From an optimization exercise on the open Yosys and OpenROAD flow, aimed at small area and a short achievable clock period; shortcuts taken in it are not production practice. The RTL was checked by simulation tests, not by an equivalence proof against the original design. Power is estimated from default activity; no workload was simulated.

<file path="design/flow/design.v">
package decode_pkg;
    typedef enum logic [2:0] {
        NONE      = 3'd0,
        REG       = 3'd1,
        MEM       = 3'd2,
        MODRM_REG = 3'd4
    } op_kind_t;
    typedef struct packed {
        logic pop;
        logic push;
    } stack_op_t;
    typedef struct packed {
        logic [15:0] opcode;
        logic [2:0]  size;
        op_kind_t    op0_kind;
        op_kind_t    op1_kind;
        logic [2:0]  op0_reg;
        logic [2:0]  op1_reg;
        logic [7:0]  modrm;
        logic [2:0]  seg_override;
        logic        seg_override_valid;
        stack_op_t   stack_op;
        logic        dest_valid;
        logic [2:0]  dest_reg;
    } decode_bundle_t;
    typedef struct packed {
        decode_bundle_t instr;
        logic [2:0]     op0_sel;
        logic [2:0]     op1_sel;
        logic [31:0]    op0_value;
        logic [31:0]    op1_value;
        logic [15:0]    seg_value;
        logic [31:0]    stack_address;
    } access_bundle_t;
endpackage
package regfile_pkg;
    localparam int NUM_REGS = 8;
    localparam int NUM_SEGS = 6;
    localparam logic [2:0] ESP_INDEX = 3'd4;
    localparam logic [2:0] CS_INDEX = 3'd1;
    localparam logic [2:0] SS_INDEX = 3'd2;
    localparam logic [2:0] DS_INDEX = 3'd3;
    localparam logic [2:0] SIZE_BYTE  = 3'd0;
    localparam logic [2:0] SIZE_WORD  = 3'd1;
    localparam logic [2:0] SIZE_DWORD = 3'd2;
    typedef struct packed {
        logic        en;
        logic        stack;
        logic [2:0]  number;
        logic [2:0]  size;
        logic [31:0] data;
    } reg_wb_t;
    typedef struct packed {
        logic        en;
        logic [2:0]  number;
        logic [15:0] data;
    } seg_wb_t;
endpackage
`timescale 1ns/1ps
module register_access_top (
    input  logic                       clk,
    input  logic                       reset,
    input  logic                       flush,
    input  logic [15:0]                write_cs,
    input  logic                       write_cs_enable,
    input  logic                       d_valid,
    output logic                       d_ready,
    input  logic [48:0]                d_bundle_bits,
    output logic                       r_valid,
    input  logic                       r_ready,
    output logic [166:0]               r_bundle_bits,
    input  logic [39:0]                wb_reg_bits,
    input  logic [19:0]                wb_seg_bits
);
    logic [2:0]  d_size;
    logic [2:0]  d_k0;
    logic [2:0]  d_k1;
    logic [2:0]  d_r0;
    logic [2:0]  d_r1;
    logic [2:0]  d_rm;
    logic [2:0]  d_so;
    logic        d_sov;
    logic        d_pop;
    logic        d_push;
    logic        d_dv;
    logic [2:0]  d_dr;
    assign d_size = d_bundle_bits[32:30];
    assign d_k0   = d_bundle_bits[29:27];
    assign d_k1   = d_bundle_bits[26:24];
    assign d_r0   = d_bundle_bits[23:21];
    assign d_r1   = d_bundle_bits[20:18];
    assign d_rm   = d_bundle_bits[12:10];
    assign d_so   = d_bundle_bits[9:7];
    assign d_sov  = d_bundle_bits[6];
    assign d_pop  = d_bundle_bits[5];
    assign d_push = d_bundle_bits[4];
    assign d_dv   = d_bundle_bits[3];
    assign d_dr   = d_bundle_bits[2:0];
    logic        wb_en;
    logic        wb_stack;
    logic [2:0]  wb_num;
    logic [2:0]  wb_size;
    logic [31:0] wb_data;
    logic        ws_en;
    logic [2:0]  ws_num;
    logic [15:0] ws_data;
    assign wb_en    = wb_reg_bits[39];
    assign wb_stack = wb_reg_bits[38];
    assign wb_num   = wb_reg_bits[37:35];
    assign wb_size  = wb_reg_bits[34:32];
    assign wb_data  = wb_reg_bits[31:0];
    assign ws_en    = wb_seg_bits[19];
    assign ws_num   = wb_seg_bits[18:16];
    assign ws_data  = wb_seg_bits[15:0];
    logic [7:0][31:0] gpr;
    logic [5:0][15:0] seg;
    logic [31:0]      esp_work;
    logic [7:0][2:0]  pending;
    logic [48:0]      q_instr;
    logic [31:0]      q_op0;
    logic [31:0]      q_op1;
    logic [15:0]      q_seg;
    logic [31:0]      q_stack;
    logic [7:0] busy;
    logic       accept;
    always_comb begin
        for (int i = 0; i < 8; i++) begin
            busy[i] = pending[i][0];
        end
    end
    register_access_hazard hazard0 (
        .d_valid (d_valid),
        .k0      (d_k0),
        .k1      (d_k1),
        .r0      (d_r0),
        .r1      (d_r1),
        .rm      (d_rm),
        .push    (d_push),
        .pop     (d_pop),
        .busy    (busy),
        .r_valid (r_valid),
        .r_ready (r_ready),
        .d_ready (d_ready),
        .accept  (accept)
    );
    logic [31:0] gpr_wd;
    logic        lane0;
    logic        lane1;
    logic        lane2;
    logic [7:0]  gpr_hit;
    assign gpr_wd = reset ? 32'd0 : wb_data;
    assign lane0  = (wb_size == 3'd0) || (wb_size == 3'd1) || (wb_size == 3'd2);
    assign lane1  = (wb_size == 3'd1) || (wb_size == 3'd2);
    assign lane2  = (wb_size == 3'd2);
    always_comb begin
        for (int i = 0; i < 8; i++) begin
            gpr_hit[i] = wb_en && (wb_num == 3'(i));
        end
    end
    always_ff @(posedge clk) begin
        for (int i = 0; i < 8; i++) begin
            if (reset || (gpr_hit[i] && lane0)) gpr[i][7:0]   <= gpr_wd[7:0];
            if (reset || (gpr_hit[i] && lane1)) gpr[i][15:8]  <= gpr_wd[15:8];
            if (reset || (gpr_hit[i] && lane2)) gpr[i][31:16] <= gpr_wd[31:16];
        end
    end
    logic [15:0] seg_wd;
    logic [15:0] cs_wd;
    logic [5:0]  seg_we;
    assign seg_wd = reset ? 16'd0 : ws_data;
    assign cs_wd  = reset ? 16'd0 : (write_cs_enable ? write_cs : ws_data);
    always_comb begin
        for (int j = 0; j < 6; j++) begin
            seg_we[j] = reset || (ws_en && (ws_num == 3'(j)));
        end
        seg_we[1] = seg_we[1] || write_cs_enable;
    end
    always_ff @(posedge clk) begin
        for (int j = 0; j < 6; j++) begin
            if (seg_we[j]) seg[j] <= (j == 1) ? cs_wd : seg_wd;
        end
    end
    logic [31:0] esp_next;
    logic        word;
    logic        reload;
    esp_step esp_step0 (
        .esp  (esp_work),
        .push (d_push),
        .word (word),
        .next (esp_next)
    );
    assign word   = (d_size == 3'd1);
    assign reload = wb_en && !wb_stack && (wb_num == 3'd4);
    logic        esp_we;
    logic [31:0] esp_wd;
    assign esp_we = reset || reload || (accept && (d_push || d_pop));
    assign esp_wd = reset ? 32'd0 : (reload ? wb_data : esp_next);
    always_ff @(posedge clk) begin
        if (esp_we) esp_work <= esp_wd;
    end
    logic [7:0] retire;
    always_comb begin
        for (int i = 0; i < 8; i++) begin
            retire[i] = wb_en && (wb_num == 3'(i));
        end
    end
    logic [7:0][2:0] pending_acc;
    logic [7:0][2:0] pending_idle;
    always_comb begin
        for (int i = 0; i < 8; i++) begin
            if (d_dv && (d_dr == 3'(i)) && !retire[i]) begin
                pending_acc[i] = {pending[i][1:0], 1'b1};
            end else if (retire[i] && !(d_dv && (d_dr == 3'(i)))) begin
                pending_acc[i] = {1'b0, pending[i][2:1]};
            end else begin
                pending_acc[i] = pending[i];
            end
            pending_idle[i] = retire[i] ? {1'b0, pending[i][2:1]} : pending[i];
        end
    end
    always_ff @(posedge clk) begin
        for (int i = 0; i < 8; i++) begin
            if (reset || flush) begin
                pending[i] <= 3'd0;
            end else begin
                pending[i] <= accept ? pending_acc[i] : pending_idle[i];
            end
        end
    end
    logic [7:0]  sel0_oh;
    logic [7:0]  sel1_oh;
    logic [31:0] op0_value;
    logic [31:0] op1_value;
    operand_select operand_select0 (
        .k0  (d_k0),
        .k1  (d_k1),
        .r0  (d_r0),
        .r1  (d_r1),
        .rm  (d_rm),
        .oh0 (sel0_oh),
        .oh1 (sel1_oh)
    );
    register_read_mux read_mux0 (
        .sel   (sel0_oh),
        .regs  (gpr),
        .value (op0_value)
    );
    register_read_mux read_mux1 (
        .sel   (sel1_oh),
        .regs  (gpr),
        .value (op1_value)
    );
    logic [2:0]  seg_sel;
    logic [15:0] seg_value;
    assign seg_sel   = d_sov ? d_so : 3'd3;
    assign seg_value = (seg_sel < 3'd6) ? seg[seg_sel] : 16'd0;
    logic [31:0] stack_value;
    stack_address stack_address0 (
        .esp  (esp_work),
        .ss   (seg[2]),
        .push (d_push),
        .pop  (d_pop),
        .word (word),
        .addr (stack_value)
    );
    always_ff @(posedge clk) begin
        if (reset || flush) begin
            r_valid <= 1'b0;
        end else if (accept) begin
            r_valid <= 1'b1;
        end else if (r_ready) begin
            r_valid <= 1'b0;
        end
    end
    always_ff @(posedge clk) begin
        if (!r_valid || r_ready) begin
            q_instr <= d_bundle_bits;
            q_op0   <= op0_value;
            q_op1   <= op1_value;
            q_seg   <= seg_value;
            q_stack <= stack_value;
        end
    end
    logic [2:0] q_sel0;
    logic [2:0] q_sel1;
    assign q_sel0 = (q_instr[29:27] == 3'd4) ? q_instr[12:10] : q_instr[23:21];
    assign q_sel1 = (q_instr[26:24] == 3'd4) ? q_instr[12:10] : q_instr[20:18];
    assign r_bundle_bits = {q_instr, q_sel0, q_sel1, q_op0, q_op1, q_seg, q_stack};
endmodule
module register_access_hazard (
    input  logic       d_valid,
    input  logic [2:0] k0,
    input  logic [2:0] k1,
    input  logic [2:0] r0,
    input  logic [2:0] r1,
    input  logic [2:0] rm,
    input  logic       push,
    input  logic       pop,
    input  logic [7:0] busy,
    input  logic       r_valid,
    input  logic       r_ready,
    output logic       d_ready,
    output logic       accept
);
    logic [7:0] b0;
    logic [7:0] b1;
    logic [7:0] bm;
    logic       en0;
    logic       en1;
    logic       enm0;
    logic       enm1;
    logic       ens;
    logic       full;
    logic [7:0] op_ok;
    logic [7:0] m_ok;
    logic [3:0] group_stall;
    for (genvar i = 0; i < 8; i++) begin : g_field
        gate_match #(.V(3'(i))) match_r0 (.e(busy[i]), .r(r0), .y(b0[i]));
        gate_match #(.V(3'(i))) match_r1 (.e(busy[i]), .r(r1), .y(b1[i]));
        gate_match #(.V(3'(i))) match_rm (.e(busy[i]), .r(rm), .y(bm[i]));
    end
    gate_match #(.V(3'd1)) match_k0  (.e(d_valid), .r(k0), .y(en0));
    gate_match #(.V(3'd1)) match_k1  (.e(d_valid), .r(k1), .y(en1));
    gate_match #(.V(3'd4)) match_km0 (.e(d_valid), .r(k0), .y(enm0));
    gate_match #(.V(3'd4)) match_km1 (.e(d_valid), .r(k1), .y(enm1));
    gate_oa21 stack_read (.a(push), .b(pop), .c(d_valid), .y(ens));
    gate_andn out_full (.a(r_valid), .b_n(r_ready), .y(full));
    for (genvar i = 0; i < 8; i++) begin : g_reg
        gate_aoi22 op_read (.a1(en0), .a2(b0[i]), .b1(en1), .b2(b1[i]), .y(op_ok[i]));
        if (i == 4) begin : g_esp
            gate_aoi222 m_read (.a1(enm0), .a2(bm[i]), .b1(enm1), .b2(bm[i]),
                                .c1(ens), .c2(busy[i]), .y(m_ok[i]));
        end else if (i == 7) begin : g_full
            gate_aoi221 m_read (.a1(enm0), .a2(bm[i]), .b1(enm1), .b2(bm[i]),
                                .c(full), .y(m_ok[i]));
        end else begin : g_plain
            gate_aoi22 m_read (.a1(enm0), .a2(bm[i]), .b1(enm1), .b2(bm[i]), .y(m_ok[i]));
        end
    end
    gate_nand4 group0 (.a(op_ok[0]), .b(op_ok[1]), .c(op_ok[2]), .d(op_ok[3]), .y(group_stall[0]));
    gate_nand4 group1 (.a(op_ok[4]), .b(op_ok[5]), .c(op_ok[6]), .d(op_ok[7]), .y(group_stall[1]));
    gate_nand4 group2 (.a(m_ok[0]),  .b(m_ok[1]),  .c(m_ok[2]),  .d(m_ok[3]),  .y(group_stall[2]));
    gate_nand4 group3 (.a(m_ok[4]),  .b(m_ok[5]),  .c(m_ok[6]),  .d(m_ok[7]),  .y(group_stall[3]));
    gate_nor4 ready (.a(group_stall[0]), .b(group_stall[1]), .c(group_stall[2]),
                     .d(group_stall[3]), .y(d_ready));
    assign accept = d_valid && d_ready;
endmodule
module gate_match #(
    parameter logic [2:0] V = 3'd0
) (
    input  logic       e,
    input  logic [2:0] r,
    output logic       y
);
    assign y = e && (r == V);
endmodule
module gate_oa21 (
    input  logic a,
    input  logic b,
    input  logic c,
    output logic y
);
    assign y = (a || b) && c;
endmodule
module gate_andn (
    input  logic a,
    input  logic b_n,
    output logic y
);
    assign y = a && !b_n;
endmodule
module gate_aoi22 (
    input  logic a1,
    input  logic a2,
    input  logic b1,
    input  logic b2,
    output logic y
);
    assign y = !((a1 && a2) || (b1 && b2));
endmodule
module gate_aoi221 (
    input  logic a1,
    input  logic a2,
    input  logic b1,
    input  logic b2,
    input  logic c,
    output logic y
);
    assign y = !((a1 && a2) || (b1 && b2) || c);
endmodule
module gate_aoi222 (
    input  logic a1,
    input  logic a2,
    input  logic b1,
    input  logic b2,
    input  logic c1,
    input  logic c2,
    output logic y
);
    assign y = !((a1 && a2) || (b1 && b2) || (c1 && c2));
endmodule
module gate_nand4 (
    input  logic a,
    input  logic b,
    input  logic c,
    input  logic d,
    output logic y
);
    assign y = !(a && b && c && d);
endmodule
module gate_nor4 (
    input  logic a,
    input  logic b,
    input  logic c,
    input  logic d,
    output logic y
);
    assign y = !(a || b || c || d);
endmodule
module operand_select (
    input  logic [2:0] k0,
    input  logic [2:0] k1,
    input  logic [2:0] r0,
    input  logic [2:0] r1,
    input  logic [2:0] rm,
    output logic [7:0] oh0,
    output logic [7:0] oh1
);
    logic m0;
    logic m1;
    assign m0 = (k0 == 3'd4);
    assign m1 = (k1 == 3'd4);
    always_comb begin
        for (int i = 0; i < 8; i++) begin
            oh0[i] = m0 ? (rm == 3'(i)) : (r0 == 3'(i));
            oh1[i] = m1 ? (rm == 3'(i)) : (r1 == 3'(i));
        end
    end
endmodule
module register_read_mux (
    input  logic [7:0]       sel,
    input  logic [7:0][31:0] regs,
    output logic [31:0]      value
);
    always_comb begin
        value = '0;
        for (int i = 0; i < 8; i++) begin
            value = value | (regs[i] & {32{sel[i]}});
        end
    end
endmodule
module esp_step (
    input  logic [31:0] esp,
    input  logic        push,
    input  logic        word,
    output logic [31:0] next
);
    logic [29:0] x;
    logic [29:0] ones  [6];
    logic [29:0] zeros [6];
    assign x = esp[31:2];
    always_comb begin
        ones[0]  = x;
        zeros[0] = ~x;
        for (int l = 0; l < 5; l++) begin
            for (int i = 0; i < 30; i++) begin
                if (((i >> l) & 1) == 1) begin
                    ones[l+1][i]  = ones[l][i]  & ones[l][((i >> l) << l) - 1];
                    zeros[l+1][i] = zeros[l][i] & zeros[l][((i >> l) << l) - 1];
                end else begin
                    ones[l+1][i]  = ones[l][i];
                    zeros[l+1][i] = zeros[l][i];
                end
            end
        end
    end
    logic        c2;
    logic [29:0] reach;
    assign c2    = word ? (push ? !esp[1] : esp[1]) : 1'b1;
    assign reach = push ? {zeros[5][28:0], 1'b1} : {ones[5][28:0], 1'b1};
    assign next[0]    = esp[0];
    assign next[1]    = esp[1] ^ word;
    assign next[31:2] = x ^ (reach & {30{c2}});
endmodule
module stack_address (
    input  logic [31:0] esp,
    input  logic [15:0] ss,
    input  logic        push,
    input  logic        pop,
    input  logic        word,
    output logic [31:0] addr
);
    logic [27:0] a;
    logic [27:0] b;
    logic [27:0] s;
    assign a = esp[31:4];
    assign b = {12'd0, ss};
    assign s = a + b;
    logic [27:0] z;
    logic [27:0] zero_below [6];
    always_comb begin
        z[0] = ~(a[0] ^ b[0]);
        for (int i = 1; i < 28; i++) begin
            z[i] = ~((a[i] ^ b[i]) ^ (a[i-1] | b[i-1]));
        end
        zero_below[0] = z;
        for (int l = 0; l < 5; l++) begin
            for (int i = 0; i < 28; i++) begin
                if (((i >> l) & 1) == 1) begin
                    zero_below[l+1][i] = zero_below[l][i] & zero_below[l][((i >> l) << l) - 1];
                end else begin
                    zero_below[l+1][i] = zero_below[l][i];
                end
            end
        end
    end
    logic [3:0] low_m2;
    logic [3:0] low_m4;
    logic       borrow;
    assign low_m2 = esp[3:0] - 4'd2;
    assign low_m4 = esp[3:0] - 4'd4;
    assign borrow = word ? (esp[3:1] == 3'd0) : (esp[3:2] == 2'd0);
    logic [27:0] flip;
    assign flip = {zero_below[5][26:0], 1'b1} & {28{push & borrow}};
    assign addr[31:4] = {28{push | pop}} & (s ^ flip);
    assign addr[3:0]  = pop ? esp[3:0] : (push ? (word ? low_m2 : low_m4) : 4'd0);
endmodule
</file>
<file path="design/flow/flow/run.sh">
#!/bin/bash
# The standard layout, with the smallest buffer on the ports instead of the
# delay buffer buffer_ports picks by default. make's full output goes to
# flow_make.log here; ORFS keeps each step's log under orfs/logs/.
set -euo pipefail
bash standard.sh "BUFFER_PORTS_ARGS=-buffer_cell sky130_fd_sc_hd__buf_1" finish > flow_make.log 2>&1
</file>
<file path="design/flow/standard.sh">
#!/bin/bash
# synth_recipe.tcl (not shown) runs the flow's synth.tcl, then flattens the netlist and writes it again
# the make line also repeats each setting of config.mk as NAME=value (left out here)
make -C /OpenROAD-flow-scripts/flow DESIGN_CONFIG=/design/flow/config.mk WORK_HOME=/design/flow/orfs CLKGATE_MAP_FILE= SYNTH_SCRIPT=/design/flow/synth_recipe.tcl "${@:-finish}"
</file>
<file path="design/flow/config.mk">
export PLATFORM = sky130hd
export DESIGN_NAME = register_access_top
export DESIGN_NICKNAME = register_access_top
export VERILOG_FILES = /design/flow/design.v
export SDC_FILE = /design/flow/constraint.sdc
export NUM_CORES = 4
export LEC_CHECK = 0
export CAP_MARGIN = 20
export CORE_MARGIN = 2
export CORE_UTILIZATION = 40
export CTS_BUF_LIST = sky130_fd_sc_hd__clkbuf_16
export CTS_CLUSTER_DIAMETER = 80
export CTS_CLUSTER_SIZE = 25
export SETUP_SLACK_MARGIN = 1.8
export SLEW_MARGIN = 20
export SYNTH_HIERARCHICAL = 1
</file>
<file path="design/flow/constraint.sdc">
create_clock -name core_clock -period 5.0 [get_ports {clk}]
set_input_delay 1.0000 -clock core_clock [delete_from_list [all_inputs] [get_ports {clk}]]
set_output_delay 1.0000 -clock core_clock [all_outputs]
set_load 0.01 [all_outputs]
</file>
==> results.cfg, run 1 <==
[sta]
whs_ps = 471
fin_ws_ps = 1630
finalSetupViolCount = 0
worstMarginPinSlew_ps = 997
max_freq_mhz = 297
tns_ps = 0
slew_viol_final = 0
min_period_ps = 3370
hold_viol = 0
period_share_pct = 67.4
fin_skew_ps = 46.0
grt_setup_unrepaired = yes
max_slew_margin_pct = 33.5

[power]
combPwrFrac_pct = 15.1
max-vdd-ir-drop_uv = 253
internal-power_mw = 7.92
power_switching_mw = 3.07
swShare_pct = 28.0
power_leakage_nw = 10.5
clkPwrFrac_pct = 29.5
pwr-share-seq_pct = 55.3
p_per_area_nw_per_um2 = 360

[routing]
drt_iter0_markers = 1782
wirelength_mm = 75.5
drc = 0
vias = 18759
vias_per_cell = 5.87
first_pass_iters = 6
wl_per_cell_um = 23.6
antenna_left = 0

[job]
cap_violations = 0

[grt]
track_usage_pct = 21.0
grt_max_degree = 95
grt_most_used_layer = met2
antenna_found_initial = 3
grt-ovfl-total = 0
grtUsageMet3_pct = 4.20
grt_pass1_wl_mm = 112
grtUsageMet1_pct = 26.0
use_met2_pct = 36.2
grt_pass1_vias = 18436

[yosys]
syn_inst = 2022
synthTopCellsByArea = edfxtp_1, a22oi_1, xnor2_1
ys_types = 88
ys_seq_area_share_pct = 62.3
synth_ff_type = edfxtp_1
synth_top_area_share_pct = 60.5
syn_avg_cell_area_um2 = 13.4
synth_edf_count = 545
yosys_warnings = 14
yosys.area.top_type = edfxtp_1
synth_seq_cells = 570
syn_area_um2 = 27100
async_flop_share_pct = 0

[clock_network]
clock-sinks = 570
cts_root_buf = clkbuf_16
clock_latency_ps = 600
ctsLongestPathBuffers = 3
clk_pin_slew_ps = 90
htree_levels = 2
numCtsBuffers = 36
cts_tree = built

[placement]
pre_cts_ws_ps = 1170
io_buffers = 299
dp_hpwl_mm = 49.1
routabilityCongestion = 0.849
place_area_um2 = 29000

[cells_and_area]
layout_commonest_cell = edfxtp_1
fillers = 6076
fin_nets = 2480
area_growth_pct = 13.0
fin_area_um2 = 30600
layout_common_cells = edfxtp_1, buf_1, a22oi_1
drive_gt1_share_pct = 11.0
fin_util_pct = 45.6

[setup_path]
crit_required_ps = 4000
cp_slowest_cell = a222oi_1
critPathBufInv = 2
cp_max_fo = 6
crit_type = input port to primary output
crit_path_max_incr_delay_ps = 340
cp.arrival_ps = 2370
crit_path_end_kind = primary output
crit_family = simple AND/OR/NAND/NOR gates
start_kind = input port
path_cells = buf_8 > and4bb_4 > a222oi_1 > nand4_1 > nor4_4 > buf_2
reg2reg_slack_ps = 1960
r2r-end = q_stack[31]$_DFFE_PP_
rr_worst_depth = 8
worstReg2RegStart = esp_work[21]$_SDFFCE_PP0P_

[worst_hold_path]
min_path_type = flip-flop to flip-flop
hold-path-endpoint = pending[5]$_SDFFE_PP0P_
hold_depth = 2
min-delay-start = pending[5]$_SDFFE_PP0P_

[floorplan]
fp.dieH_um = 264
io_pins = 300
die-area_um2 = 69700
num_rows = 95
core-area_um2 = 67000
initial_core_util_pct = 40.4
die_x_um = 264

[outcome]
status = finished clean
-- cells by family (layout without fill, tap and decap cells) --
logic type      after synthesis  after routing  synth area share, %
xor+xnor                    106            106                 3.46
fa+ha+maj                    47             47                 2.20
other cells                   0              2                    0
simple gates                552            552                 12.3
flops                       570            570                 62.3
buf+inv                     195            494                 3.49
mux                          56             56                 2.84
compound gates              496            496                 13.3
-- flip-flops by register name, indices dropped and copies added, names as in the netlist --
signal and count:
q_instr 49, r_valid 1, q_stack 32, q_op0 32, esp_work 32, q_seg 16, q_op1 32, pending 24
gpr 256, seg 96
-- area by class of cell --
class | instances | area (µm²) | share of cell area, %
Sequential cell | 570 | 16900 | 55.1
Inverter | 75 | 282 | 0.921
Multi-Input combinational cell | 1257 | 9370 | 30.6
Tap cell | 873 | 1090 | 3.57
Clock inverter | 21 | 295 | 0.966
Antenna cell | 2 | 5.00 | 0.0164
Clock buffer | 36 | 901 | 2.95
Timing Repair Buffer | 362 | 1770 | 5.79
-- synth_stat cells, drive strengths merged, types with 12 or more instances --
cell and n:
xnor2 70, mux2i 34, mux4 16, a31oi 12, and4bb 17, nand3b 13
nor2b 61, a22oi 286, nor3 24, ha 46, o21ai 33, dfxtp 25
clkbuf 37, a21oi 72, edfxtp 545, nand4 93, xor2 36, and4b 13
nand3 45, o221ai 16, a21o 35, buf 83, nor2 73, nand2 117
inv 75
-- power groups by stage --
| stage | sequential [mW] | combinational [mW] | clock (mW) |
|---|---|---|---|
| floorplan | 6.21 | 0.943 | 0 |
| global placement | 6.18 | 1.58 | 0 |
| detailed placement | 6.20 | 1.60 | 0 |
| CTS | 6.09 | 1.62 | 3.33 |
| global route | 6.14 | 1.81 | 3.51 |
| finish | 6.08 | 1.66 | 3.25 |
-- worst register-to-register path: cells and delay by family (launching register included) --
family,cells,cell delay (ps)
and+or+nand+nor,6,1630
DFF,1,550
adders and majority gates,1,380
xor gates and xnor gates,1,220
-- per-module statistics from Yosys (local to each module, per instance), excerpt --
module	flip-flops and latches	copies in the design	cell area [µm²]	cells
register_access_top	570	1	19900	1054
stack_address	0	1	2430	334
operand_select	0	1	380	44
gate_nor4	0	1	12.5	1
gate_aoi22	0	14	12.5	1
gate_nand4	0	4	6.26	1
-- per-layer routing --
| metal | up-vias | part of all wire [%] |
|---|---|---|
| met5 | - | 0.017 |
| met4 | 2 | 3.2 |
| met3 | 161 | 8.2 |
| met2 | 832 | 50 |
| met1 | 9274 | 39 |
| li1 | 8490 | - |
-- repair_timing --
action	4_1_cts	5_1_grt
pin swaps	2	11
buffers inserted	4	28
setup endpoints to repair	5	10
gates resized for setup	17	45
hold buffers	0	0
-- worst max path at each step --
stage	start	end	depth (start not counted)
3_3_place_gp	d_bundle_bits[4]	q_stack[31]$_DFFE_PP_	8
4_1_cts	d_bundle_bits[28]	d_ready	6
3_5_place_dp	d_bundle_bits[4]	q_stack[31]$_DFFE_PP_	8
6_report	d_valid	d_ready	6
5_1_grt	d_bundle_bits[12]	d_ready	6
2_1_floorplan	d_bundle_bits[28]	esp_work[0]$_SDFFCE_PP0P_	7
-- per-stage QoR --
stage,instances,total power [mW]
floorplan,2022,7.15
global placement,3105,7.76
detailed placement,3105,7.80
CTS,3166,11.0
global route,3195,11.5
finish,3196,11.0
==> run 2: changes to the inputs <==
--- a/design/flow/design.v
+++ b/design/flow/design.v
@@ -159,8 +159,36 @@
     end
-    always_ff @(posedge clk) begin
+    logic [7:0][2:0] gpr_we;
+    logic [7:0][31:0] gpr_d;
+    always_comb begin
         for (int i = 0; i < 8; i++) begin
-            if (reset || (gpr_hit[i] && lane0)) gpr[i][7:0]   <= gpr_wd[7:0];
-            if (reset || (gpr_hit[i] && lane1)) gpr[i][15:8]  <= gpr_wd[15:8];
-            if (reset || (gpr_hit[i] && lane2)) gpr[i][31:16] <= gpr_wd[31:16];
-        end
+            gpr_we[i][0] = reset || (gpr_hit[i] && lane0);
+            gpr_we[i][1] = reset || (gpr_hit[i] && lane1);
+            gpr_we[i][2] = reset || (gpr_hit[i] && lane2);
+        end
+    end
+    for (genvar i = 0; i < 8; i++) begin : g_gpr
+        hold_mux #(.W(8)) lane0_mux (
+            .en   (gpr_we[i][0]),
+            .en_n (!gpr_we[i][0]),
+            .d    (gpr_wd[7:0]),
+            .q    (gpr[i][7:0]),
+            .y    (gpr_d[i][7:0])
+        );
+        hold_mux #(.W(8)) lane1_mux (
+            .en   (gpr_we[i][1]),
+            .en_n (!gpr_we[i][1]),
+            .d    (gpr_wd[15:8]),
+            .q    (gpr[i][15:8]),
+            .y    (gpr_d[i][15:8])
+        );
+        hold_mux #(.W(16)) lane2_mux (
+            .en   (gpr_we[i][2]),
+            .en_n (!gpr_we[i][2]),
+            .d    (gpr_wd[31:16]),
+            .q    (gpr[i][31:16]),
+            .y    (gpr_d[i][31:16])
+        );
+    end
+    always_ff @(posedge clk) begin
+        gpr <= gpr_d;
     end
@@ -177,6 +205,14 @@
     end
+    logic [5:0][15:0] seg_d;
+    for (genvar j = 0; j < 6; j++) begin : g_seg
+        hold_mux #(.W(16)) seg_mux (
+            .en   (seg_we[j]),
+            .en_n (!seg_we[j]),
+            .d    ((j == 1) ? cs_wd : seg_wd),
+            .q    (seg[j]),
+            .y    (seg_d[j])
+        );
+    end
     always_ff @(posedge clk) begin
-        for (int j = 0; j < 6; j++) begin
-            if (seg_we[j]) seg[j] <= (j == 1) ? cs_wd : seg_wd;
-        end
+        seg <= seg_d;
     end
@@ -197,4 +233,12 @@
     assign esp_wd = reset ? 32'd0 : (reload ? wb_data : esp_next);
+    logic [31:0] esp_d;
+    hold_mux #(.W(32)) esp_mux (
+        .en   (esp_we),
+        .en_n (!esp_we),
+        .d    (esp_wd),
+        .q    (esp_work),
+        .y    (esp_d)
+    );
     always_ff @(posedge clk) begin
-        if (esp_we) esp_work <= esp_wd;
+        esp_work <= esp_d;
     end
@@ -242,5 +286,15 @@
     );
+    logic load;
+    logic hold;
+    assign load = !r_valid || r_ready;
+    assign hold = !load;
+    logic [7:0] sel0_ld;
+    logic [7:0] sel1_ld;
+    assign sel0_ld = sel0_oh & {8{load}};
+    assign sel1_ld = sel1_oh & {8{load}};
     register_read_mux read_mux0 (
-        .sel   (sel0_oh),
+        .sel   (sel0_ld),
         .regs  (gpr),
+        .hold  (hold),
+        .q     (q_op0),
         .value (op0_value)
@@ -248,4 +302,6 @@
     register_read_mux read_mux1 (
-        .sel   (sel1_oh),
+        .sel   (sel1_ld),
         .regs  (gpr),
+        .hold  (hold),
+        .q     (q_op1),
         .value (op1_value)
@@ -274,10 +330,32 @@
     end
+    logic [48:0] q_instr_d;
+    logic [15:0] q_seg_d;
+    logic [31:0] q_stack_d;
+    hold_mux #(.W(49)) instr_mux (
+        .en   (load),
+        .en_n (hold),
+        .d    (d_bundle_bits),
+        .q    (q_instr),
+        .y    (q_instr_d)
+    );
+    hold_mux #(.W(16)) seg_out_mux (
+        .en   (load),
+        .en_n (hold),
+        .d    (seg_value),
+        .q    (q_seg),
+        .y    (q_seg_d)
+    );
+    hold_mux #(.W(32)) stack_out_mux (
+        .en   (load),
+        .en_n (hold),
+        .d    (stack_value),
+        .q    (q_stack),
+        .y    (q_stack_d)
+    );
     always_ff @(posedge clk) begin
-        if (!r_valid || r_ready) begin
-            q_instr <= d_bundle_bits;
-            q_op0   <= op0_value;
-            q_op1   <= op1_value;
-            q_seg   <= seg_value;
-            q_stack <= stack_value;
-        end
+        q_instr <= q_instr_d;
+        q_op0   <= op0_value;
+        q_op1   <= op1_value;
+        q_seg   <= q_seg_d;
+        q_stack <= q_stack_d;
     end
@@ -442,2 +520,4 @@
     input  logic [7:0][31:0] regs,
+    input  logic             hold,
+    input  logic [31:0]      q,
     output logic [31:0]      value
@@ -445,3 +525,3 @@
     always_comb begin
-        value = '0;
+        value = q & {32{hold}};
         for (int i = 0; i < 8; i++) begin
@@ -451,2 +531,13 @@
 endmodule
+module hold_mux #(
+    parameter int W = 1
+) (
+    input  logic         en,
+    input  logic         en_n,
+    input  logic [W-1:0] d,
+    input  logic [W-1:0] q,
+    output logic [W-1:0] y
+);
+    assign y = (d & {W{en}}) | (q & {W{en_n}});
+endmodule
 module esp_step (
==> design/flow/flow/run.sh (replaced) <==
#!/bin/bash
# The standard layout with two changes to how it is made:
#  - after synthesis, every combinational cell is set to the smallest drive
#    strength of its kind and the floorplan step removes synthesis's buffers
#    (REMOVE_ABC_BUFFERS), so the timing repair of the later steps sizes up
#    and buffers only what the placed design needs;
#  - the ports get the smallest buffer instead of the delay buffer that
#    buffer_ports picks by default.
# Each tool's output goes to a log file of its own here; ORFS also keeps
# each step's log under orfs/logs/.
set -euo pipefail
results=orfs/results/${FLOW_PLATFORM}/register_access_top/base
bash standard.sh synth > synth_make.log 2>&1
LIB_FILE=${FLOW_HOME}/platforms/${FLOW_PLATFORM}/lib/sky130_fd_sc_hd__tt_025C_1v80.lib \
ODB_IN=${results}/1_synth.odb ODB_OUT=${results}/1_synth.odb \
    openroad -no_init -exit flow/downsize.tcl > downsize.log 2>&1
bash standard.sh "BUFFER_PORTS_ARGS=-buffer_cell sky130_fd_sc_hd__buf_1" REMOVE_ABC_BUFFERS=1 finish \
    > flow_make.log 2>&1
==> design/flow/flow/downsize.tcl (new file) <==
# Set every combinational cell of the synthesized netlist to the smallest
# drive strength of its kind; the timing repair of the later steps sizes up
# only what the layout needs. Flip-flops keep the cell synthesis gave them.
read_liberty $::env(LIB_FILE)
read_db $::env(ODB_IN)
set db [ord::get_db]
set block [ord::get_db_block]
array set smallest {}
foreach lib [$db getLibs] {
  foreach m [$lib getMasters] {
    set n [$m getName]
    if {![regexp {^(sky130_fd_sc_hd__[a-z0-9]+)_([0-9]+)$} $n -> kind drive]} continue
    if {[regexp {probe|lpflow|clkdly|dlygate|dlymetal} $n]} continue
    set a [expr {[$m getWidth] * [$m getHeight]}]
    if {![info exists smallest($kind)] || $a < [lindex $smallest($kind) 1]} {
      set smallest($kind) [list $m $a]
    }
  }
}
set swapped 0
set saved 0
foreach inst [$block getInsts] {
  set m [$inst getMaster]
  set n [$m getName]
  if {![regexp {^(sky130_fd_sc_hd__[a-z0-9]+)_([0-9]+)$} $n -> kind drive]} continue
  if {[regexp {^sky130_fd_sc_hd__(df|edf|sdf|sedf|dl|conb)} $n]} continue
  if {![info exists smallest($kind)]} continue
  set sm [lindex $smallest($kind) 0]
  if {$sm ne $m} {
    set saved [expr {$saved + [$m getWidth]*[$m getHeight] - [lindex $smallest($kind) 1]}]
    $inst swapMaster $sm
    incr swapped
  }
}
puts "downsize: swapped $swapped cells, saved [expr {$saved / 1e6}] um2"
write_db $::env(ODB_OUT)
--- a/design/flow/config.mk
+++ b/design/flow/config.mk
@@ -13,3 +13,3 @@
 export CTS_CLUSTER_SIZE = 25
-export SETUP_SLACK_MARGIN = 1.8
+export SETUP_SLACK_MARGIN = 1.9
 export SLEW_MARGIN = 20
==> run 2 against run 1 <==
Against the previous run: sequential share of layout area down 17 points; synthesized cell count up 33%; combinational power up about 50%; synthesized area down 3.1%; worst hold slack about the same; first-iteration DRC count up 44%; critical path depth unchanged; core utilization up 0.19 points; final area down 3.3%; global-route usage up 5.3 points; fmax up 5.2%; clock skew down 22 ps; largest power group unchanged.
==> results.cfg, run 2 <==
[outcome]
status = finished clean

[setup_path]
crit_path_end_kind = primary output
crit_required_ps = 4000
cp.arrival_ps = 2200
start_kind = input port
reg2reg_slack_ps = 2040
crit_type = input port to primary output
cp_max_fo = 7

[cells_and_area]
layout_commonest_cell = dfxtp_1
layout_common_cells = dfxtp_1, a22o_1, buf_1
fin_util_pct = 45.8
final_cells = 3736
area_growth_pct = 12.8
largest-register = gpr
reg.largest.list = gpr (256), seg (96), q_instr (49)
largest_reg_flops = 256
drive_gt1_share_pct = 6.95
fillers = 6216
fin_nets = 3037

[grt]
grt-ovfl-total = 0
track_usage_pct = 26.3
grt_max_degree = 128
antenna_found_initial = 2
grt_pass1_vias = 22987
grt_pass1_wl_mm = 140

[sta]
slew_viol_final = 0
worstMarginPinSlew_ps = 1260
max_slew_margin_pct = 16.0
fin_skew_ps = 24.4
max_freq_mhz = 312
hold_viol = 0
min_period_ps = 3200
fin_ws_ps = 1800
grt_setup_unrepaired = yes
period_share_pct = 64.1
finalSetupViolCount = 0
tns_ps = 0

[floorplan]
initial_core_util_pct = 40.6
core-area_um2 = 64600
fp.dieH_um = 260
io_pins = 300
num_rows = 93
die_x_um = 260
die-area_um2 = 67600

[placement]
placed_cells = 3659
pre_cts_ws_ps = 683
io_buffers = 299
routabilityCongestion = 0.889
dp_hpwl_mm = 59.1

[power]
max-vdd-ir-drop_uv = 195
p_per_area_nw_per_um2 = 381
power_leakage_nw = 11.6

[clock_network]
htree_levels = 2
cts_root_buf = clkbuf_16
clock-sinks = 570
clock_latency_ps = 580
cts_tree = built
postCtsHoldBufs = 0
clk_pin_slew_ps = 90
numCtsBuffers = 35
ctsLongestPathBuffers = 3

[routing]
first_pass_iters = 9
wirelength_mm = 92.8
drc = 0
drt_iter0_markers = 2563
vias_per_cell = 6.40
wl_per_cell_um = 24.8
antenna_left = 0
vias = 23901

[job]
cap_violations = 0

[worst_hold_path]
min_path_type = flip-flop to flip-flop

[yosys]
yosys_warnings = 14
syn_area_um2 = 26200
syn_inst = 2691
syn_avg_cell_area_um2 = 9.74
run 2: worst paths after layout:
kind | from | end | depth (start not counted)
max reg2reg | esp_work[17]$_DFF_P_ | esp_work[30]$_DFF_P_ | 8
min reg2reg | seg[4]$_DFF_P_ | seg[4]$_DFF_P_ | 1
min | seg[4]$_DFF_P_ | seg[4]$_DFF_P_ | 1
max | d_valid | d_ready | 6
run 2: critical path: stages:
cell and delay [ps]:
buf_8 110, and4bb_4 220, a222oi_1 330, nand4_1 170, nor4_2 190, buf_2 190
run 2: timing repair:
item                                    CTS  global route
resized for setup                        73            33
pin swaps                                17             3
endpoints found under the setup margin   65            70
gates cloned                              1             0
buffers inserted                          9             8
run 2: layout make-up:
class | instances | area [µm²] | area share (%)
inverter | 88 | 339 | 1.15
multi-input combinational | 1793 | 13700 | 46.4
sequential | 570 | 11400 | 38.6
timing repair inverter | 1 | 7.51 | 0.0254
clock inverter | 20 | 253 | 0.854
tap | 855 | 1070 | 3.62
clock buffer | 37 | 926 | 3.13
timing repair buffer | 370 | 1820 | 6.16
antenna | 2 | 5.00 | 0.0169
run 2: stage by stage:
stage                     area (µm²)  power, mW  hold slack, ps
final                          29600       11.3             471
after global routing           29600       11.8             482
after CTS                      29400       11.3             472
after detailed placement       28000       7.99             449
after global placement         28000       7.94             444
after floorplan                25300       7.07             432
run 2: per-layer routing:
layer,global-route usage (%),routed length (µm)
met5,0,0
met4,9.04,2950
met3,5.17,8430
met2,42.8,42700
met1,34.8,38700
run 2: where the power goes:
| part | total (mW) | switching [mW] | internal (mW) |
|---|---|---|---|
| sequential | 5.52 | 0.482 | 5.04 |
| clock | 3.25 | 1.77 | 1.48 |
| combinational | 2.49 | 1.43 | 1.05 |
==> run 3: changes to the inputs <==
--- a/design/flow/design.v
+++ b/design/flow/design.v
@@ -229,13 +229,17 @@
     assign reload = wb_en && !wb_stack && (wb_num == 3'd4);
-    logic        esp_we;
-    logic [31:0] esp_wd;
-    assign esp_we = reset || reload || (accept && (d_push || d_pop));
-    assign esp_wd = reset ? 32'd0 : (reload ? wb_data : esp_next);
+    logic esp_load;
+    logic esp_step_en;
+    logic esp_hold;
+    assign esp_load    = !reset && reload;
+    assign esp_step_en = !reset && !reload && accept && (d_push || d_pop);
+    assign esp_hold    = !reset && !reload && !(accept && (d_push || d_pop));
     logic [31:0] esp_d;
-    hold_mux #(.W(32)) esp_mux (
-        .en   (esp_we),
-        .en_n (!esp_we),
-        .d    (esp_wd),
-        .q    (esp_work),
-        .y    (esp_d)
+    select3 #(.W(32)) esp_mux (
+        .s0 (esp_load),
+        .d0 (wb_data),
+        .s1 (esp_step_en),
+        .d1 (esp_next),
+        .s2 (esp_hold),
+        .d2 (esp_work),
+        .y  (esp_d)
     );
@@ -309,6 +313,18 @@
     logic [2:0]  seg_sel;
-    logic [15:0] seg_value;
-    assign seg_sel   = d_sov ? d_so : 3'd3;
-    assign seg_value = (seg_sel < 3'd6) ? seg[seg_sel] : 16'd0;
-    logic [31:0] stack_value;
+    logic [5:0]  seg_ld;
+    logic [15:0] q_seg_d;
+    assign seg_sel = d_sov ? d_so : 3'd3;
+    always_comb begin
+        for (int j = 0; j < 6; j++) begin
+            seg_ld[j] = load && (seg_sel == 3'(j));
+        end
+    end
+    segment_read_mux seg_read0 (
+        .sel   (seg_ld),
+        .segs  (seg),
+        .hold  (hold),
+        .q     (q_seg),
+        .value (q_seg_d)
+    );
+    logic [31:0] q_stack_d;
     stack_address stack_address0 (
@@ -319,3 +335,6 @@
         .word (word),
-        .addr (stack_value)
+        .en   (load && (d_push || d_pop)),
+        .hold (hold),
+        .q    (q_stack),
+        .addr (q_stack_d)
     );
@@ -331,4 +350,2 @@
     logic [48:0] q_instr_d;
-    logic [15:0] q_seg_d;
-    logic [31:0] q_stack_d;
     hold_mux #(.W(49)) instr_mux (
@@ -340,16 +357,2 @@
     );
-    hold_mux #(.W(16)) seg_out_mux (
-        .en   (load),
-        .en_n (hold),
-        .d    (seg_value),
-        .q    (q_seg),
-        .y    (q_seg_d)
-    );
-    hold_mux #(.W(32)) stack_out_mux (
-        .en   (load),
-        .en_n (hold),
-        .d    (stack_value),
-        .q    (q_stack),
-        .y    (q_stack_d)
-    );
     always_ff @(posedge clk) begin
@@ -385,6 +388,6 @@
     logic [7:0] bm;
-    logic       en0;
-    logic       en1;
-    logic       enm0;
-    logic       enm1;
+    logic [1:0] en0;
+    logic [1:0] en1;
+    logic [1:0] enm0;
+    logic [1:0] enm1;
     logic       ens;
@@ -399,18 +402,22 @@
     end
-    gate_match #(.V(3'd1)) match_k0  (.e(d_valid), .r(k0), .y(en0));
-    gate_match #(.V(3'd1)) match_k1  (.e(d_valid), .r(k1), .y(en1));
-    gate_match #(.V(3'd4)) match_km0 (.e(d_valid), .r(k0), .y(enm0));
-    gate_match #(.V(3'd4)) match_km1 (.e(d_valid), .r(k1), .y(enm1));
-    gate_oa21 stack_read (.a(push), .b(pop), .c(d_valid), .y(ens));
+    for (genvar h = 0; h < 2; h++) begin : g_kind
+        gate_match #(.V(3'd1)) match_k0  (.e(d_valid), .r(k0), .y(en0[h]));
+        gate_match #(.V(3'd1)) match_k1  (.e(d_valid), .r(k1), .y(en1[h]));
+        gate_match #(.V(3'd4)) match_km0 (.e(d_valid), .r(k0), .y(enm0[h]));
+        gate_match #(.V(3'd4)) match_km1 (.e(d_valid), .r(k1), .y(enm1[h]));
+    end
+    gate_oa211 stack_read (.a(push), .b(pop), .c(d_valid), .d(busy[4]), .y(ens));
     gate_andn out_full (.a(r_valid), .b_n(r_ready), .y(full));
     for (genvar i = 0; i < 8; i++) begin : g_reg
-        gate_aoi22 op_read (.a1(en0), .a2(b0[i]), .b1(en1), .b2(b1[i]), .y(op_ok[i]));
         if (i == 4) begin : g_esp
-            gate_aoi222 m_read (.a1(enm0), .a2(bm[i]), .b1(enm1), .b2(bm[i]),
-                                .c1(ens), .c2(busy[i]), .y(m_ok[i]));
-        end else if (i == 7) begin : g_full
-            gate_aoi221 m_read (.a1(enm0), .a2(bm[i]), .b1(enm1), .b2(bm[i]),
+            gate_aoi221 op_read (.a1(en0[i/4]), .a2(b0[i]), .b1(en1[i/4]), .b2(b1[i]), .c(ens),
+                                 .y(op_ok[i]));
+        end else begin : g_op
+            gate_aoi22 op_read (.a1(en0[i/4]), .a2(b0[i]), .b1(en1[i/4]), .b2(b1[i]), .y(op_ok[i]));
+        end
+        if (i == 7) begin : g_full
+            gate_aoi221 m_read (.a1(enm0[i/4]), .a2(bm[i]), .b1(enm1[i/4]), .b2(bm[i]),
                                 .c(full), .y(m_ok[i]));
         end else begin : g_plain
-            gate_aoi22 m_read (.a1(enm0), .a2(bm[i]), .b1(enm1), .b2(bm[i]), .y(m_ok[i]));
+            gate_aoi22 m_read (.a1(enm0[i/4]), .a2(bm[i]), .b1(enm1[i/4]), .b2(bm[i]), .y(m_ok[i]));
         end
@@ -434,3 +441,3 @@
 endmodule
-module gate_oa21 (
+module gate_oa211 (
     input  logic a,
@@ -438,5 +445,6 @@
     input  logic c,
+    input  logic d,
     output logic y
 );
-    assign y = (a || b) && c;
+    assign y = (a || b) && c && d;
 endmodule
@@ -468,13 +476,2 @@
 endmodule
-module gate_aoi222 (
-    input  logic a1,
-    input  logic a2,
-    input  logic b1,
-    input  logic b2,
-    input  logic c1,
-    input  logic c2,
-    output logic y
-);
-    assign y = !((a1 && a2) || (b1 && b2) || (c1 && c2));
-endmodule
 module gate_nand4 (
@@ -531,2 +528,29 @@
 endmodule
+module segment_read_mux (
+    input  logic [5:0]       sel,
+    input  logic [5:0][15:0] segs,
+    input  logic             hold,
+    input  logic [15:0]      q,
+    output logic [15:0]      value
+);
+    always_comb begin
+        value = q & {16{hold}};
+        for (int j = 0; j < 6; j++) begin
+            value = value | (segs[j] & {16{sel[j]}});
+        end
+    end
+endmodule
+module select3 #(
+    parameter int W = 1
+) (
+    input  logic         s0,
+    input  logic [W-1:0] d0,
+    input  logic         s1,
+    input  logic [W-1:0] d1,
+    input  logic         s2,
+    input  logic [W-1:0] d2,
+    output logic [W-1:0] y
+);
+    assign y = (d0 & {W{s0}}) | (d1 & {W{s1}}) | (d2 & {W{s2}});
+endmodule
 module hold_mux #(
@@ -581,2 +605,5 @@
     input  logic        word,
+    input  logic        en,
+    input  logic        hold,
+    input  logic [31:0] q,
     output logic [31:0] addr
@@ -615,4 +642,6 @@
     assign flip = {zero_below[5][26:0], 1'b1} & {28{push & borrow}};
-    assign addr[31:4] = {28{push | pop}} & (s ^ flip);
-    assign addr[3:0]  = pop ? esp[3:0] : (push ? (word ? low_m2 : low_m4) : 4'd0);
+    logic [31:0] value;
+    assign value[31:4] = s ^ flip;
+    assign value[3:0]  = pop ? esp[3:0] : (word ? low_m2 : low_m4);
+    assign addr = (value & {32{en}}) | (q & {32{hold}});
 endmodule
==> run 3 against run 2 <==
Against the previous run: sequential power shrank 3%; final cell count shrank 3.1%; clock skew grew 11 ps; die area shrank 2.4%; wire length shrank 0.38%; critical endpoint unchanged; highest routed layer is now met5.
==> results.cfg, run 3 <==
[outcome]
status = finished clean

[sta]
max_freq_mhz = 306
fin_skew_ps = 34.9
slew_viol_final = 0
grt_setup_unrepaired = yes
worstMarginPinSlew_ps = 1160
hold_viol = 0
period_share_pct = 65.4
finalSetupViolCount = 0
min_period_ps = 3270
fin_ws_ps = 1730
max_slew_margin_pct = 22.4
tns_ps = 0

[clock_network]
postCtsHoldBufs = 0
ctsLongestPathBuffers = 3
numCtsBuffers = 34
htree_levels = 2
clock-sinks = 570
clk_pin_slew_ps = 90
cts_tree = built
clock_latency_ps = 600
cts_root_buf = clkbuf_16

[cells_and_area]
drive_gt1_share_pct = 7.43
layout_common_cells = dfxtp_1, a22o_1, buf_1
final_cells = 3622
area_growth_pct = 13.6
fin_nets = 2934
largest-register = gpr
layout_commonest_cell = dfxtp_1
fillers = 5947
fin_area_um2 = 29100
reg.largest.list = gpr (256), seg (96), q_instr (49)
largest_reg_flops = 256

[power]
pwr-share-seq_pct = 51.8
max-vdd-ir-drop_uv = 180
internal-power_mw = 7.12
p_per_area_nw_per_um2 = 355
combPwrFrac_pct = 17.8
power_switching_mw = 3.22
power_leakage_nw = 11.5
clkPwrFrac_pct = 30.4
swShare_pct = 31.1

[routing]
vias_per_cell = 6.46
vias = 23402
first_pass_iters = 8
drc = 0
drt_iter0_markers = 2562
wl_per_cell_um = 25.5
wirelength_mm = 92.4
antenna_left = 0

[worst_hold_path]
hold-path-endpoint = q_stack[21]$_DFF_P_
min_path_type = flip-flop to flip-flop
min-delay-start = q_stack[21]$_DFF_P_
hold_depth = 2

[setup_path]
cp.arrival_ps = 2270
start_kind = input port
r2r-end = esp_work[30]$_DFF_P_
reg2reg_slack_ps = 2040
crit_required_ps = 4000
worstReg2RegStart = esp_work[16]$_DFF_P_
cp_max_fo = 7
rr_worst_depth = 7
crit_path_end_kind = primary output
crit_type = input port to primary output

[placement]
dp_hpwl_mm = 59.1
io_buffers = 299
routabilityCongestion = 0.857
place_area_um2 = 27400
placed_cells = 3550
pre_cts_ws_ps = 812

[grt]
grt_pass1_wl_mm = 138
grt_max_degree = 95
antenna_found_initial = 4
track_usage_pct = 26.5
grt_pass1_vias = 22845
grt-ovfl-total = 0

[floorplan]
io_pins = 300
die-area_um2 = 66000
num_rows = 92
initial_core_util_pct = 40.5
core-area_um2 = 63200
fp.dieH_um = 257
die_x_um = 257

[yosys]
yosys_warnings = 15
syn_avg_cell_area_um2 = 9.92
syn_area_um2 = 25600
syn_inst = 2579

[job]
cap_violations = 0
==> run 3: changes by cell type in the layout (fill, tap and decap cells not counted), moves of 14 or more <==
cell,change
nand2_1,-38
nor2_1,-40
o22ai_1,-29
inv_1,+34
nand3_1,+25
a22oi_1,+33
a22o_1,-75
mux2_1,-14
o21ai_0,+18
o21a_1,-15
mux2i_1,-19
a21oi_1,-35
a222oi_1,+47
==> run 3: cell type report <==
cell class,instances,area [µm²],share of cell area [%]
tap,846,1060,3.64
clock buffer,35,876,3.01
sequential,570,11400,39.3
antenna,2,5.00,0.0172
clock inverter,19,235,0.809
timing repair buffer,368,1860,6.41
inverter,118,460,1.58
multi-input combinational,1664,13100,45.2
==> run 3: what timing repair did <==
| item | 4_1_cts | 5_1_grt |
|---|---|---|
| pin swaps | 12 | 8 |
| buffers inserted | 2 | 11 |
| gates cloned | 1 | 2 |
| resized for setup | 64 | 55 |
| endpoints found under the setup margin | 81 | 82 |
==> run 3: power groups by stage <==
| stage | sequential [mW] | combinational, mW | clock (mW) |
|---|---|---|---|
| 6_report | 5.35 | 1.84 | 3.14 |
| 5_1_grt | 5.40 | 1.98 | 3.35 |
| 4_1_cts | 5.33 | 1.80 | 3.18 |
| 3_5_place_dp | 5.43 | 1.77 | 0 |
| 3_3_place_gp | 5.41 | 1.74 | 0 |
| 2_1_floorplan | 5.40 | 1.04 | 0 |
==> run 3: metal layers <==
layer  vias up  GRT usage (%)  wire (µm)
met1     11573           33.4      37000
met4         4           10.7       3390
li1      10442              -          -
met5         -              0         21
met2      1151           44.6      44100
met3       232           5.01       7920
==> run 3: worst max-delay path: stages <==
cell and delay [ps]:
buf_12 110, and4bb_2 240, a22oi_2 190, nand4_1 160, nor4_2 360, buf_2 210
==> run 3: per-stage QoR <==
| stage | util (%) | total power [mW] | hold slack (ps) |
|---|---|---|---|
| floorplan | - | 6.44 | 439 |
| global placement | 43.4 | 7.15 | 446 |
| detailed placement | 43.4 | 7.20 | 452 |
| CTS | 45.5 | 10.3 | 469 |
| global route | 46.0 | 10.7 | 494 |
| finish | 46.0 | 10.3 | 471 |
==> run 3: worst max-delay path by stage <==
stage	from	end	slack (ps)	cells after the start
6_report	d_bundle_bits[11]	d_ready	1730	6
3_5_place_dp	d_bundle_bits[18]	pending[6]$_SDFFE_PP0P_	810	10
3_3_place_gp	d_bundle_bits[18]	esp_work[30]$_DFF_P_	1030	11
5_1_grt	d_bundle_bits[11]	d_ready	1680	6
2_1_floorplan	r_ready	q_seg[14]$_DFF_P_	-1390	5
4_1_cts	d_valid	d_ready	1730	6
==> run 4: changes to the inputs <==
--- a/design/flow/config.mk
+++ b/design/flow/config.mk
@@ -9,3 +9,3 @@
 export CORE_MARGIN = 2
-export CORE_UTILIZATION = 40
+export CORE_UTILIZATION = 65
 export CTS_BUF_LIST = sky130_fd_sc_hd__clkbuf_16
==> run 4 against run 3 <==
Against the previous run: still clean; flip-flop and latch count stayed put; first-iteration DRC count is 24% higher; synthesized cell count stayed put; final area is 2.8% lower; count of clock-buffer cells in the layout is 4 lower; synthesized area stayed put; register-to-register slack worse by 40 ps; critical path depth stayed put; critical path type unchanged; largest cell class unchanged.
==> results.cfg, run 4 <==
[power]
max-vdd-ir-drop_uv = 259
power_leakage_nw = 11.3
power.total_mw = 10.0
p_per_area_nw_per_um2 = 355

[yosys]
syn_area_um2 = 25600
yosys_warnings = 15
syn_avg_cell_area_um2 = 9.92
syn_inst = 2579

[placement]
dp_hpwl_mm = 52.8
pre_cts_ws_ps = 873
io_buffers = 299
placed_cells = 3216
place_area_um2 = 27000
routabilityCongestion = 0.920

[sta]
max_slew_margin_pct = 23.2
hold_viol = 0
max_freq_mhz = 312
finalSetupViolCount = 0
fin_skew_ps = 16.2
tns_ps = 0
slew_viol_final = 0
whs_ps = 471
grt_setup_unrepaired = yes
fin_ws_ps = 1800
period_share_pct = 64.0
worstMarginPinSlew_ps = 1150
min_period_ps = 3200

[clock_network]
cts_tree = built
postCtsHoldBufs = 0
numCtsBuffers = 30
cts_root_buf = clkbuf_16
clk_pin_slew_ps = 90
htree_levels = 1
clock_latency_ps = 610
ctsLongestPathBuffers = 3
clock-sinks = 570

[setup_path]
crit_required_ps = 4000
crit_start = d_valid
worstReg2RegStart = esp_work[17]$_DFF_P_
reg2reg_slack_ps = 2000
start_kind = input port
crit_path_end_kind = primary output
crit_type = input port to primary output
cp_max_fo = 5
cp.arrival_ps = 2200

[grt]
use_met2_pct = 62.9
grt_pass1_vias = 22819
grt_max_degree = 105
grt_pass1_wl_mm = 128
grt_most_used_layer = met2
grt-ovfl-total = 0
antenna_found_initial = 2
grtUsageMet1_pct = 51.1
track_usage_pct = 39.3
grtUsageMet3_pct = 7.92

[routing]
first_pass_iters = 10
antenna_left = 0
drt_iter0_markers = 3167
vias = 23544
wirelength_mm = 84.1
drc = 0
wl_per_cell_um = 25.7
vias_per_cell = 7.20

[worst_hold_path]
min_path_type = flip-flop to flip-flop
min-delay-start = q_stack[4]$_DFF_P_

[cells_and_area]
fillers = 2893
largest-register = gpr
n_antenna_cell = 0
fin_area_um2 = 28200
reg.largest.list = gpr (256), seg (96), q_instr (49)
layout_common_cells = dfxtp_1, a22o_1, buf_1
fin_nets = 2912
final_cells = 3269
fin_util_pct = 72.9
largest_reg_flops = 256
drive_gt1_share_pct = 6.07
area_growth_pct = 10.4
layout_commonest_cell = dfxtp_1

[floorplan]
die-area_um2 = 41000
core-area_um2 = 38700
initial_core_util_pct = 66.1
die_x_um = 202
fp.dieH_um = 202
num_rows = 72
io_pins = 300

[job]
cap_violations = 0

[outcome]
status = finished clean
==> run 4: layout make-up <==
| cell class | count | area [µm²] | share of cell area, % |
|---|---|---|---|
| multi-input combinational | 1664 | 13100 | 46.3 |
| clock inverter | 18 | 216 | 0.766 |
| sequential | 570 | 11400 | 40.4 |
| clock buffer | 31 | 776 | 2.75 |
| timing repair buffer | 350 | 1680 | 5.93 |
| tap | 518 | 648 | 2.29 |
| inverter | 118 | 445 | 1.58 |
==> run 4: path summary, 6_finish.rpt <==
check / cells past startpoint / end
worst max-delay path: 6 / d_ready
worst min register to register: 2 / q_stack[4]$_DFF_P_
worst min-delay path: 2 / q_stack[4]$_DFF_P_
worst max register to register: 10 / q_stack[29]$_DFF_P_
==> run 4: critical path: stages <==
cell and delay [ps]:
buf_12 110, and4bb_2 280, a22oi_1 180, nand4_1 130, nor4_2 310, buf_2 190
==> run 4: where the power goes <==
part	total [mW]	leakage [nW]	internal (mW)	switching, mW
combinational	1.80	6.09	0.725	1.08
clock	2.87	0.490	1.31	1.55
sequential	5.34	4.73	4.97	0.374
total	10.0	11.3	7.01	3.01
==> run 4: layer usage <==
| metal | routed length (µm) | up-vias |
|---|---|---|
| li1 | - | 10383 |
| met1 | 32700 | 11429 |
| met2 | 38500 | 1465 |
| met3 | 9170 | 263 |
| met4 | 3820 | 4 |
| met5 | 28 | - |
==> run 4: what timing repair did <==
| action | CTS | global route |
|---|---|---|
| resized for setup | 71 | 17 |
| endpoints found under the hold margin | 0 | 0 |
| pin swaps | 21 | 3 |
| setup buffers | 2 | 0 |
| setup endpoints to repair | 61 | 25 |
| cloned | 1 | 0 |
==> run 5: changes to the inputs <==
--- a/design/flow/config.mk
+++ b/design/flow/config.mk
@@ -9,3 +9,3 @@
 export CORE_MARGIN = 2
-export CORE_UTILIZATION = 65
+export CORE_UTILIZATION = 70
 export CTS_BUF_LIST = sky130_fd_sc_hd__clkbuf_16
==> run 5 against run 4 <==
Against the previous run: still clean on timing, DRC and antenna; critical path depth increased by 1; worst hold slack hardly changed; sequential share of layout area grew 0.33 points; count of clock-buffer cells in the layout down 2; fmax shrank 1.1%; clock power is 7.3% lower; worst setup slack worse by 36 ps; global-route usage grew 2.7 points; non-clock buffer count decreased by 6; critical endpoint unchanged; largest cell class unchanged.
==> results.cfg, run 5 <==
[outcome]
status = finished clean

[sta]
period_share_pct = 64.8
whs_ps = 471
fin_ws_ps = 1760
slew_viol_final = 0
worstMarginPinSlew_ps = 1180
max_freq_mhz = 309
grt_setup_unrepaired = yes
finalSetupViolCount = 0
max_slew_margin_pct = 21.3
fin_skew_ps = 15.9
tns_ps = 0
min_period_ps = 3240
hold_viol = 0

[routing]
drc = 0
wl_per_cell_um = 26.1
drt_iter0_markers = 3469
vias_per_cell = 7.45
first_pass_iters = 8
wirelength_mm = 83.9
vias = 23901
antenna_left = 0

[clock_network]
postCtsHoldBufs = 0
ctsLongestPathBuffers = 3
htree_levels = 1
clock-sinks = 570
numCtsBuffers = 29
clock_latency_ps = 610
cts_tree = built
clk_pin_slew_ps = 90
cts_root_buf = clkbuf_16

[grt]
grt_pass1_vias = 22856
grtUsageMet1_pct = 54.1
grt_max_degree = 98
grtUsageMet3_pct = 8.67
grt-ovfl-total = 0
grt_pass1_wl_mm = 128
antenna_found_initial = 4
grt_most_used_layer = met2
track_usage_pct = 41.9
use_met2_pct = 67.6

[floorplan]
io_pins = 300
die-area_um2 = 38100
die_x_um = 195
num_rows = 70
core-area_um2 = 36300
fp.dieH_um = 195
initial_core_util_pct = 70.6

[cells_and_area]
multi_input_area_um2 = 13100
fin_util_pct = 77.3
reg.largest.list = gpr (256), seg (96), q_instr (49)
largest-register = gpr
drive_gt1_share_pct = 5.77
area_growth_pct = 9.50
fin_area_um2 = 28000
final_cells = 3209
fin_nets = 2905
layout_commonest_cell = dfxtp_1
fillers = 2567
largest_reg_flops = 256
ff_latch_area_um2 = 11400
layout_common_cells = dfxtp_1, a22o_1, buf_1

[setup_path]
path_cells = buf_1 > buf_6 > o211a_4 > a221oi_2 > nand4_1 > nor4_2 > buf_2
worstReg2RegStart = esp_work[16]$_DFF_P_
crit_path_max_incr_delay_ps = 280
cp_slowest_cell = nor4_2
cp_max_fo = 2
crit_required_ps = 4000
r2r-end = esp_work[30]$_DFF_P_
crit_path_end_kind = primary output
rr_worst_depth = 7
start_kind = input port
cp-endpoint = d_ready
crit_type = input port to primary output
reg2reg_slack_ps = 2050
cp.arrival_ps = 2240
crit_start = d_bundle_bits[5]

[placement]
place_area_um2 = 26900
dp_hpwl_mm = 52.6
pre_cts_ws_ps = 805
io_buffers = 299
routabilityCongestion = 0.969
placed_cells = 3162

[yosys]
syn_inst = 2579
syn_area_um2 = 25600
yosys_warnings = 15
syn_avg_cell_area_um2 = 9.92

[job]
cap_violations = 0

[power]
p_per_area_nw_per_um2 = 350
max-vdd-ir-drop_uv = 344
power_leakage_nw = 11.2
power.total_mw = 9.81

[worst_hold_path]
min_path_type = flip-flop to flip-flop
## run 5: changes by cell type in the layout (fill, tap and decap cells not counted), moves of 3 or more
cell	before	now
and2_1	5	2
and2_2	9	13
and4bb_1	13	17
and4bb_2	7	3
buf_4	52	48
clkinv_1	3	0
diode_2	0	4
inv_8	4	0
## run 5: what timing repair did
action,in CTS,in global routing
endpoints found under the setup margin,62,64
buffers inserted,0,2
pin swaps,2,11
gates resized for setup,17,85
## run 5: area by class of cell
| class | instances | area share, % |
|---|---|---|
| clock inverters | 12 | 0.482 |
| clock buffers | 29 | 2.59 |
| well taps | 468 | 2.09 |
| repair buffers | 344 | 5.74 |
| multi-input cells | 1664 | 46.7 |
| flip-flops and latches | 570 | 40.8 |
| inverters | 118 | 1.59 |
| diodes | 4 | 0.0357 |
## run 5: how the worst min path moves through the flow
stage | startpoint | end | cells past startpoint
final | q_stack[6]$_DFF_P_ | q_stack[6]$_DFF_P_ | 2
after global routing | q_instr[5]$_DFF_P_ | q_instr[5]$_DFF_P_ | 1
after CTS | q_stack[15]$_DFF_P_ | q_stack[15]$_DFF_P_ | 2
after detailed placement | q_stack[26]$_DFF_P_ | q_stack[26]$_DFF_P_ | 2
after global placement | q_stack[28]$_DFF_P_ | q_stack[28]$_DFF_P_ | 2
after floorplan | seg[64]$_DFF_P_ | seg[64]$_DFF_P_ | 1
## run 5: layer usage
| metal | wire length [µm] | part of all wire [%] |
|---|---|---|
| met4 | 4550 | 5.4 |
| met1 | 31300 | 37 |
| met5 | 0 | 0 |
| met3 | 10000 | 12 |
| met2 | 38100 | 45 |
## run 5: critical path: cells and delay by family
family,cells,cell delay [ps]
compound gates,2,410
buf+inv,3,390
simple gates,2,430
## run 5: power by group
| part | total (mW) | internal (mW) | switching, mW |
|---|---|---|---|
| sequential | 5.34 | 4.97 | 0.373 |
| combinational | 1.81 | 0.723 | 1.08 |
| clock | 2.66 | 1.13 | 1.53 |
| total | 9.81 | 6.82 | 2.99 |

-- port drivers added, routing unchanged --
No port has a modelled driver above. Below, the same layouts with a new extraction and two added sets of constraints.
Step 1, drivers: a clkbuf_16 drives clk and a buf_2 each remaining input, both assumed.
Step 2 times the ports against the registers' clock, not the clock port: input delays grow and output delays shrink by t, the midpoint of the rising clock arrivals with the driver on.
a / b / c = ideal ports / drivers / drivers and shift; a / b = the first two.
run	t, ns	setup slack, ns	slew at the worst register clock pin (ns)	worst slew at a driven data input, ns
run 1	0.639	1.629 / 1.577 / 1.453	0.10 / 0.10	0.09
run 2	0.629	1.796 / 1.729 / 1.463	0.10 / 0.10	0.09
run 3	0.645	1.731 / 1.617 / 1.270	0.11 / 0.11	0.13
run 4	0.661	1.799 / 1.688 / 1.307	0.10 / 0.10	0.17
run 5	0.656	1.762 / 1.712 / 1.387	0.10 / 0.10	0.09
After both steps setup and hold are still met in every run listed. For run 4, which loses most, drivers alone change the setup slack by -0.111 ns; drivers and shift together by -0.492 ns.
